Context: an optimization exercise on an open-source flow, tuned for small area. The choices shown serve that exercise and are no tape-out recipe.
Only simulation tests tie the RTL to the original design; equivalence was not proved.
No activity file was given, so power comes from the tool's default toggle rates.

== quartz ==
Design operand_issue, start of the top module:
module operand_issue (
    input  logic          clk,
    input  logic          rst,
    input  logic          issue_valid,
    output logic          issue_ready,
    input  logic [AW-1:0] rs_addr,
    input  logic [AW-1:0] rt_addr,
    input  logic [AW-1:0] rd_addr,
    input  logic [15:0]   imm,
    input  logic          use_imm,
    input  logic          sign_ext,
    input  logic [2:0]    alu_op,
    output logic [W-1:0]  in1,
    output logic [W-1:0]  in2,
    output logic [2:0]    alu_control,
    output logic [AW-1:0] ex_rd,
    output logic          ex_valid,
    input  logic          ex_ready,
    input  logic          wb_en,
    input  logic [AW-1:0] wb_addr,
    input  logic [W-1:0]  wb_data,
    input  logic          flags_en,
    input  logic          zflag_in,
    input  logic          carryflag_in,
    input  logic          overflowflag_in,
    input  logic          signflag_in,
    output logic [3:0]    flags
);
Settings: LEC_CHECK=0, CAP_MARGIN=20, CORE_MARGIN=2, CORE_UTILIZATION=50, CTS_BUF_LIST=sky130_fd_sc_hd__clkbuf_16, CTS_CLUSTER_DIAMETER=100, CTS_CLUSTER_SIZE=20, SLEW_MARGIN=20, SYNTH_HIERARCHICAL=1; clock period 5.0 ns.
run.sh (not shown) runs the stock make flow with config.mk's settings and CLKGATE_MAP_FILE= SYNTH_SCRIPT=/design/flow/synth_recipe.tcl, a recipe that flattens the netlist after the stock synthesis.
quartz finished every stage and its layout cleared the timing, DRC and antenna checks.
diff inputs: quartz => lagoon
Settings: a change of CTS_CLUSTER_SIZE from 20 to 24; a change of CORE_UTILIZATION from 50 to 61.
==> flow/flow/run.sh (new file) <==
#!/bin/bash
# Standard ORFS layout, with the port buffers made from the smallest buffer cell.
set -euo pipefail
bash standard.sh BUFFER_PORTS_ARGS="-buffer_cell sky130_fd_sc_hd__buf_1" finish > standard_flow.log 2>&1
==> flow/standard.sh (new file) <==
#!/bin/bash
# synth_recipe.tcl (not shown) runs the flow's synth.tcl, then flattens the netlist and writes it again
# the make line also repeats each setting of config.mk as NAME=value (left out here)
make -C /OpenROAD-flow-scripts/flow DESIGN_CONFIG=/design/flow/config.mk WORK_HOME=/design/flow/orfs CLKGATE_MAP_FILE= SYNTH_SCRIPT=/design/flow/synth_recipe.tcl "${@:-finish}"
removed: flow/run.sh
==> summary.txt <==
lagoon: endpoint required time on the critical path is 20 ps lower than what quartz reported. Looking at sequential share of layout area, lagoon sits above quartz. lagoon vs. quartz: instance area after placement lower, die area lower.
## Diff of input files: amber against lagoon
Settings: CORE_UTILIZATION now 50, was 61; CTS_CLUSTER_SIZE now 20, was 24.
Results
amber ended with more clock power than lagoon.
In the tables for amber and lagoon, signal arrival time at the worst endpoint reads lower with amber.
Sort amber and lagoon by number of instances in the placed design, ascending, and lagoon comes first.
Final cell area excluding filler cells (amber vs. lagoon) increases slightly
amber against lagoon: setup slack of the critical path after layout climbed 150 ps, total chip power has increased.
diff inputs: amber => delta
Settings: a change of CAP_MARGIN from 20 to 5; a change of CTS_CLUSTER_SIZE from 20 to 24; a change of SLEW_MARGIN from 20 to 5.
amber: flow completed, timing, DRC and antenna clean. delta finished all stages; layout check result: FAIL, due to capacitance limit. amber → delta: total vias in the final route roughly the same; violation count after the first detailed-routing iteration went down by about 1.8%; switching power as a share of total power went up 0.27 points; part of the cycle the worst path needs rose 2.1 points; worst slack on hold paths rose by 3.1 ps. delta vs. amber: global-route usage went down by 0.30 points. Measured against each other, amber and delta differ in clock skew, the lower figure coming from amber. Re final period demand of the worst path: delta is 100 ps up on amber. On portion of total power attributed to combinational logic, amber tracks delta almost exactly.

---

Starting RTL as in the previous note.
export LEC_CHECK = 0
export CAP_MARGIN = 20
export CORE_MARGIN = 2
export CORE_UTILIZATION = 57
export CTS_BUF_LIST = sky130_fd_sc_hd__clkbuf_16
export CTS_CLUSTER_DIAMETER = 100
export CTS_CLUSTER_SIZE = 24
export SLEW_MARGIN = 20
export SYNTH_HIERARCHICAL = 1
create_clock -name core_clock -period 5.0 [get_ports {clk}]
standard.sh (not shown) runs the stock make flow with config.mk's settings and CLKGATE_MAP_FILE= SYNTH_SCRIPT=/design/flow/synth_recipe.tcl, a recipe that flattens the netlist after the stock synthesis.
==> flow/flow/run.sh <==
#!/bin/bash
# Standard ORFS layout, with the port buffers made from the smallest buffer cell.
set -euo pipefail
bash standard.sh BUFFER_PORTS_ARGS="-buffer_cell sky130_fd_sc_hd__buf_1" finish > standard_flow.log 2>&1
Change:
==> flow/run.sh (new file) <==
#!/bin/bash
# synth_recipe.tcl (not shown) runs the flow's synth.tcl, then flattens the netlist and writes it again
# the make line also repeats each setting of config.mk as NAME=value (left out here)
make -C /OpenROAD-flow-scripts/flow DESIGN_CONFIG=/design/flow/config.mk WORK_HOME=/design/flow/orfs CLKGATE_MAP_FILE= SYNTH_SCRIPT=/design/flow/synth_recipe.tcl finish
--- a/flow/config.mk
+++ b/flow/config.mk
@@ -10,4 +10 @@
-export CORE_UTILIZATION = 57
-export CTS_BUF_LIST = sky130_fd_sc_hd__clkbuf_16
-export CTS_CLUSTER_DIAMETER = 100
-export CTS_CLUSTER_SIZE = 24
+export CORE_UTILIZATION = 30
removed: flow/flow/run.sh
removed: flow/standard.sh
Effect: Global-route usage drops by 22 points; total power rises by 21%; synthesized area is unchanged; routed wire length increases by 4.8%; clock power rises by 79%; die area grows by 88%; via count is lower by 1.3%; final area went up by 11%.

==> afterwards: timing with drivers on the ports <==
In the flow no input, the clock included, has a driving cell. The finished layouts below were timed again as built, in two steps. Step 1: set_driving_cell puts a clkbuf_16 on clk and a buf_2 on each other input, an assumption about the parent block. Step 2 adds t to the input delays and takes it off the output delays; t is the mean of the earliest and latest rising clock arrival at the registers after step 1. Input paths then give back, and output paths get back, about the clock's delay inside the block. Slacks: ideal / step 1 / step 2; pairs: ideal / step 1.
run	t (ns)	setup WS [ns]	worst setup path at the end	worst slew at a driven data input, ns	cell pins on the clock port's net
quartz	0.749	0.697 / 0.741 / -0.008	input to register	0.13	1
lagoon	0.745	0.802 / 0.847 / 0.102	input to register	0.06	1
amber	0.749	0.950 / 0.975 / 0.226	input to register	0.12	1
delta	0.742	0.847 / 0.870 / 0.128	input to register	0.13	1
the first run of note 2	0.738	0.888 / 0.937 / 0.199	input to register	0.09	1
the second run of note 2	0.798	0.970 / 1.023 / 0.225	input to register	0.11	1
Met with ideal ports but missed after step 2: setup timing in quartz. The setup slack of the second run of note 2, which loses most, moves by +0.053 ns with the drivers and by -0.745 ns with both steps.
